Source: an optimization exercise on an open RTL-to-GDS flow (aim: small area). Production flows keep margins and buffers that such runs may drop.
The RTL was checked by simulation tests, not by an equivalence proof against the original design.

==> module snake_body, before the edit <==
module snake_body (
    input  wire                        clock_25,
    input  wire                        reset,
    input  wire snake_pkg::game_ctrl_t ctrl,
    input  wire snake_pkg::heading_t   heading,
    output snake_pkg::cell_t           head,
    output snake_pkg::heading_t        travel,      
    output logic [6-1:0] length,
    input  wire [6:0]                  score,       
    output logic                       head_crash,  
    input  wire snake_pkg::cell_t      cand,        
    input  wire snake_pkg::cell_t      cand_next,   
    input  wire                        check_move,  
    output logic                       fruit_bad    
);
    localparam int CB     = 7;
    localparam int SEGS   = 63 - 1;          
    localparam int X_LAST = 124 - 1;
    localparam int Y_LAST = 81 - 1;
    localparam int G      = 7;                           
    localparam int NG     = (SEGS + G - 1) / G;
    localparam int RW     = 3;                           
    logic [SEGS-1:0] step_u;     
    logic [SEGS-1:0] step_v;
    snake_pkg::cell_t head_step;
    logic  fresh;                
    logic  self_hit;
    logic  wall_hit;
    logic  body_hit;
    always_comb begin
        head_step = head;
        case (heading)
            snake_pkg::HEAD_UP:    if (head.y != '0)         head_step.y = head.y - CB'(1);
            snake_pkg::HEAD_DOWN:  if (head.y != CB'(Y_LAST)) head_step.y = head.y + CB'(1);
            snake_pkg::HEAD_LEFT:  if (head.x != '0)         head_step.x = head.x - CB'(1);
            snake_pkg::HEAD_RIGHT: if (head.x != CB'(X_LAST)) head_step.x = head.x + CB'(1);
            default:    head_step = head;
        endcase
    end
    logic len_full;                      
    always_ff @(posedge clock_25 or negedge reset) begin
        if (!reset) begin
            head.x   <= CB'(8);
            head.y   <= CB'(40);
            len_full <= 1'b0;
        end else if (ctrl.restart) begin
            head.x   <= CB'(8);             
            head.y   <= CB'(40);
            len_full <= 1'b0;
        end else begin
            if (ctrl.move) head <= head_step;
            if (ctrl.grow && length == 6'(63 - 1))
                len_full <= 1'b1;
        end
    end
    assign length = len_full ? 6'(63)
                             : 6'(6) + score[6-1:0];
    always_ff @(posedge clock_25) begin
        if (ctrl.restart) begin
            step_u[6-2:0] <= '1;
            step_v[6-2:0] <= '1;
        end else if (ctrl.move) begin
            step_u <= {step_u[SEGS-2:0], heading[0]};
            step_v <= {step_v[SEGS-2:0], ~(heading[1] ^ heading[0])};
        end
    end
    always_ff @(posedge clock_25) begin
        if (ctrl.move) begin
            fresh   <= 1'b0;
        end else if (ctrl.grow && length != 6'(63)) begin
            fresh   <= 1'b1;
        end
    end
    assign travel = snake_pkg::heading_t'({~(step_u[0] ^ step_v[0]), step_u[0]});
    logic [7:0] dx, dy;                  
    logic [8:0] du, dv, du1, dv1;
    logic [7:0] ku, kv;                  
    assign dx  = {1'b0, head.x} - {1'b0, cand_next.x};
    assign dy  = {1'b0, head.y} - {1'b0, cand_next.y};
    assign du  = {dx[7], dx} + {dy[7], dy};
    assign dv  = {dx[7], dx} - {dy[7], dy};
    assign du1 = du + 9'd1;
    assign dv1 = dv + 9'd1;
    assign ku  = du1[8:1];
    assign kv  = dv1[8:1];
    logic [5:0] q_ku, q_kv;              
    logic       q_far;
    logic       q_odd;                   
    always_ff @(posedge clock_25) begin
        q_ku  <= ku[5:0];
        q_kv  <= kv[5:0];
        q_far <= (ku[7:5] != 3'b000 && ku[7:5] != 3'b111) ||
                 (kv[7:5] != 3'b000 && kv[7:5] != 3'b111);
        q_odd <= du[0];
    end
    logic [5:0] pu, pv;
    logic       far, odd;
    assign pu  = check_move ? {5'd0, !heading[0]} : q_ku;
    assign pv  = check_move ? {5'd0, heading[1] ^ heading[0]} : q_kv;
    assign far = !check_move && q_far;
    assign odd = check_move || q_odd;
    logic [SEGS-1:0] active;
    logic [6-1:0] nvalid;     
    assign nvalid = length - 6'(1) - 6'(fresh | check_move);
    for (genvar i = 0; i < SEGS; i++) begin : g_act
        assign active[i] = (nvalid > 6'(i));
    end
    logic [6:0] tu [0:NG];
    logic [6:0] tv [0:NG];
    assign tu[0] = {pu[5], pu};
    assign tv[0] = {pv[5], pv};
    logic [SEGS-1:0] hit;
    for (genvar k = 0; k < NG; k++) begin : g_grp
        localparam int N    = (SEGS - k*G < G) ? SEGS - k*G : G;
        localparam int NODD = (k*G + N) / 2 - (k*G) / 2;     
        logic [3:0] cu, cv;
        always_comb begin
            cu = '0;
            cv = '0;
            for (int j = 0; j < N; j++) begin
                cu = cu + 4'(step_u[k*G+j]);
                cv = cv + 4'(step_v[k*G+j]);
            end
        end
        assign tu[k+1] = tu[k] + 7'(NODD) - 7'(cu);
        assign tv[k+1] = tv[k] + 7'(NODD) - 7'(cv);
        logic [6:0] ou, ov;
        logic in_u, in_v;
        assign ou   = tu[k] + 7'(NODD);
        assign ov   = tv[k] + 7'(NODD);
        assign in_u = (ou <= 7'(N));
        assign in_v = (ov <= 7'(N));
        logic [RW-1:0] ru [0:N];
        logic [RW-1:0] rv [0:N];
        assign ru[0] = tu[k][RW-1:0];
        assign rv[0] = tv[k][RW-1:0];
        for (genvar j = 0; j < N; j++) begin : g_seg
            if ((k*G + j) % 2 == 0) begin : g_even
                assign ru[j+1] = ru[j] - RW'(step_u[k*G+j]);
                assign rv[j+1] = rv[j] - RW'(step_v[k*G+j]);
            end else begin : g_odd
                assign ru[j+1] = ru[j] + RW'(!step_u[k*G+j]);
                assign rv[j+1] = rv[j] + RW'(!step_v[k*G+j]);
            end
            assign hit[k*G+j] = in_u && in_v && (ru[j+1] == '0) && (rv[j+1] == '0) &&
                                active[k*G+j];
        end
    end
    logic [SEGS-1:0] odd_mask;
    for (genvar i = 0; i < SEGS; i++) begin : g_par
        assign odd_mask[i] = (i % 2 == 1);
    end
    assign body_hit = !far && (odd ? |(hit & ~odd_mask) : |(hit & odd_mask));
    assign wall_hit = (head.x == '0          && heading == snake_pkg::HEAD_LEFT)  ||
                      (head.x == CB'(X_LAST) && heading == snake_pkg::HEAD_RIGHT) ||
                      (head.y == '0          && heading == snake_pkg::HEAD_UP)    ||
                      (head.y == CB'(Y_LAST) && heading == snake_pkg::HEAD_DOWN);
    logic cand_on_head;
    assign cand_on_head = (q_ku == 6'd0) && (q_kv == 6'd0) && !q_odd && !q_far;
    logic check_q;
    always_ff @(posedge clock_25) begin
        if (check_move) check_q <= wall_hit || body_hit;
        else            check_q <= body_hit || cand_on_head ||
                                   (cand.x >= CB'(124 - 1)) ||
                                   (cand.y >= CB'(81 - 1));
    end
    assign self_hit  = check_q;
    assign fruit_bad = check_q;
    assign head_crash = self_hit | wall_hit;
endmodule
export LEC_CHECK = 0
export CAP_MARGIN = 20
export CORE_MARGIN = 2
export CORE_UTILIZATION = 40
export SLEW_MARGIN = 20
create_clock -name core_clock -period 10.0 [get_ports {clock_25}]
standard.sh (not shown) runs the stock make flow with config.mk's settings and CLKGATE_MAP_FILE= SYNTH_SCRIPT=/design/flow/synth_recipe.tcl, a recipe that flattens the netlist after the stock synthesis.
==> flow/flow/run.sh <==
#!/bin/bash
# Own layout flow: the standard flow (standard.sh) with these changes:
# - synthesis: synth_recipe.tcl unchanged except that the adder step is skipped
#   (ADDER_MAP_FILE empty) and abc maps with the script in mk_synth.sh at the real
#   clock period (10000 ps). Registers are the same as in the standard synthesis:
#   same passes before and after, same flop mapping.
# - every port still gets its buffer, but a buf_1 instead of a delay buffer;
# - clock tree synthesis with clkbuf_4 buffers, clusters of at most 12 sinks within
#   40 um, and without dummy loads.
set -euo pipefail
cd "$(dirname "$0")/.."
bash flow/mk_synth.sh synth_recipe.tcl > my_synth.tcl
bash standard.sh SYNTH_SCRIPT="$PWD/my_synth.tcl" ADDER_MAP_FILE= ABC_CLOCK_PERIOD_IN_PS=10000 \
    BUFFER_PORTS_ARGS="-buffer_cell sky130_fd_sc_hd__buf_1" \
    CTS_ARGS="-sink_clustering_enable -repair_clock_nets -dont_use_dummy_load -buf_list sky130_fd_sc_hd__clkbuf_4 -sink_clustering_size 12 -sink_clustering_max_diameter 40" \
    finish > standard.log 2>&1
==> flow/flow/mk_synth.sh <==
#!/bin/bash
# Called by run.sh: writes my_synth.tcl from synth_recipe.tcl (argument 1).
# Same synthesis, except that the final abc mapping runs an area-oriented script:
# deep AIG resynthesis (&deepsyn, bounded in time), then delay-aware
# restructuring and mapping (&synch2, &nf at the clock period).
head -1 "$1"
cat <<'T'
proc abc {args} {
  set keep {}
  set skip 0
  foreach a $args {
    if {$skip} { set skip 0; continue }
    if {$a eq "-script"} { set skip 1; continue }
    lappend keep $a
  }
  lappend keep -script "+strash;&get -n;&deepsyn -T 600;&synch2;&nf {D};&put"
  yosys abc {*}$keep
}
T
tail -n +2 "$1"
Edit:
--- a/flow/design.v
+++ b/flow/design.v
@@ -313,16 +313,14 @@
     assign body_hit = !far && (odd ? |(hit & ~odd_mask) : |(hit & odd_mask));
     assign wall_hit = (head.x == '0          && heading == snake_pkg::HEAD_LEFT)  ||
                       (head.x == CB'(X_LAST) && heading == snake_pkg::HEAD_RIGHT) ||
                       (head.y == '0          && heading == snake_pkg::HEAD_UP)    ||
                       (head.y == CB'(Y_LAST) && heading == snake_pkg::HEAD_DOWN);
-    logic cand_on_head;
-    assign cand_on_head = (q_ku == 6'd0) && (q_kv == 6'd0) && !q_odd && !q_far;
     logic check_q;
     always_ff @(posedge clock_25) begin
         if (check_move) check_q <= wall_hit || body_hit;
-        else            check_q <= body_hit || cand_on_head ||
+        else            check_q <= body_hit || (cand == head) ||
                                    (cand.x >= CB'(124 - 1)) ||
                                    (cand.y >= CB'(81 - 1));
     end
     assign self_hit  = check_q;
     assign fruit_bad = check_q;
Sequential cell count is unchanged.
Synthesized cell count goes down by 0.65%.
Sequential share of layout area goes up by 0.24 points.
Utilization stays flat.

## re-timing with driven ports
Ports are ideal in the flow. The routed layouts listed here were re-timed in OpenROAD.
Step 1, drivers: a clkbuf_16 drives clock_25 and a buf_2 each remaining input, both assumed.
Step 2 adds t to the input delays and takes it off the output delays; t is the mean of the earliest and latest rising clock arrival at the registers after step 1. Input paths then give back, and output paths get back, about the clock's delay inside the block.
Three values: no drivers, after step 1, after step 2; two values: the first two.
run | shift t [ns] | setup WS [ns] | latest minus earliest clock arrival (ns) | worst data-port slew with drivers (ns)
the first run | 0.782 | 0.832 / 0.832 / 0.832 | 0.121 / 0.121 | 0.03
the second run | 0.766 | 1.092 / 1.092 / 1.092 | 0.122 / 0.122 | 0.03
After both steps setup and hold are still met in every run listed.
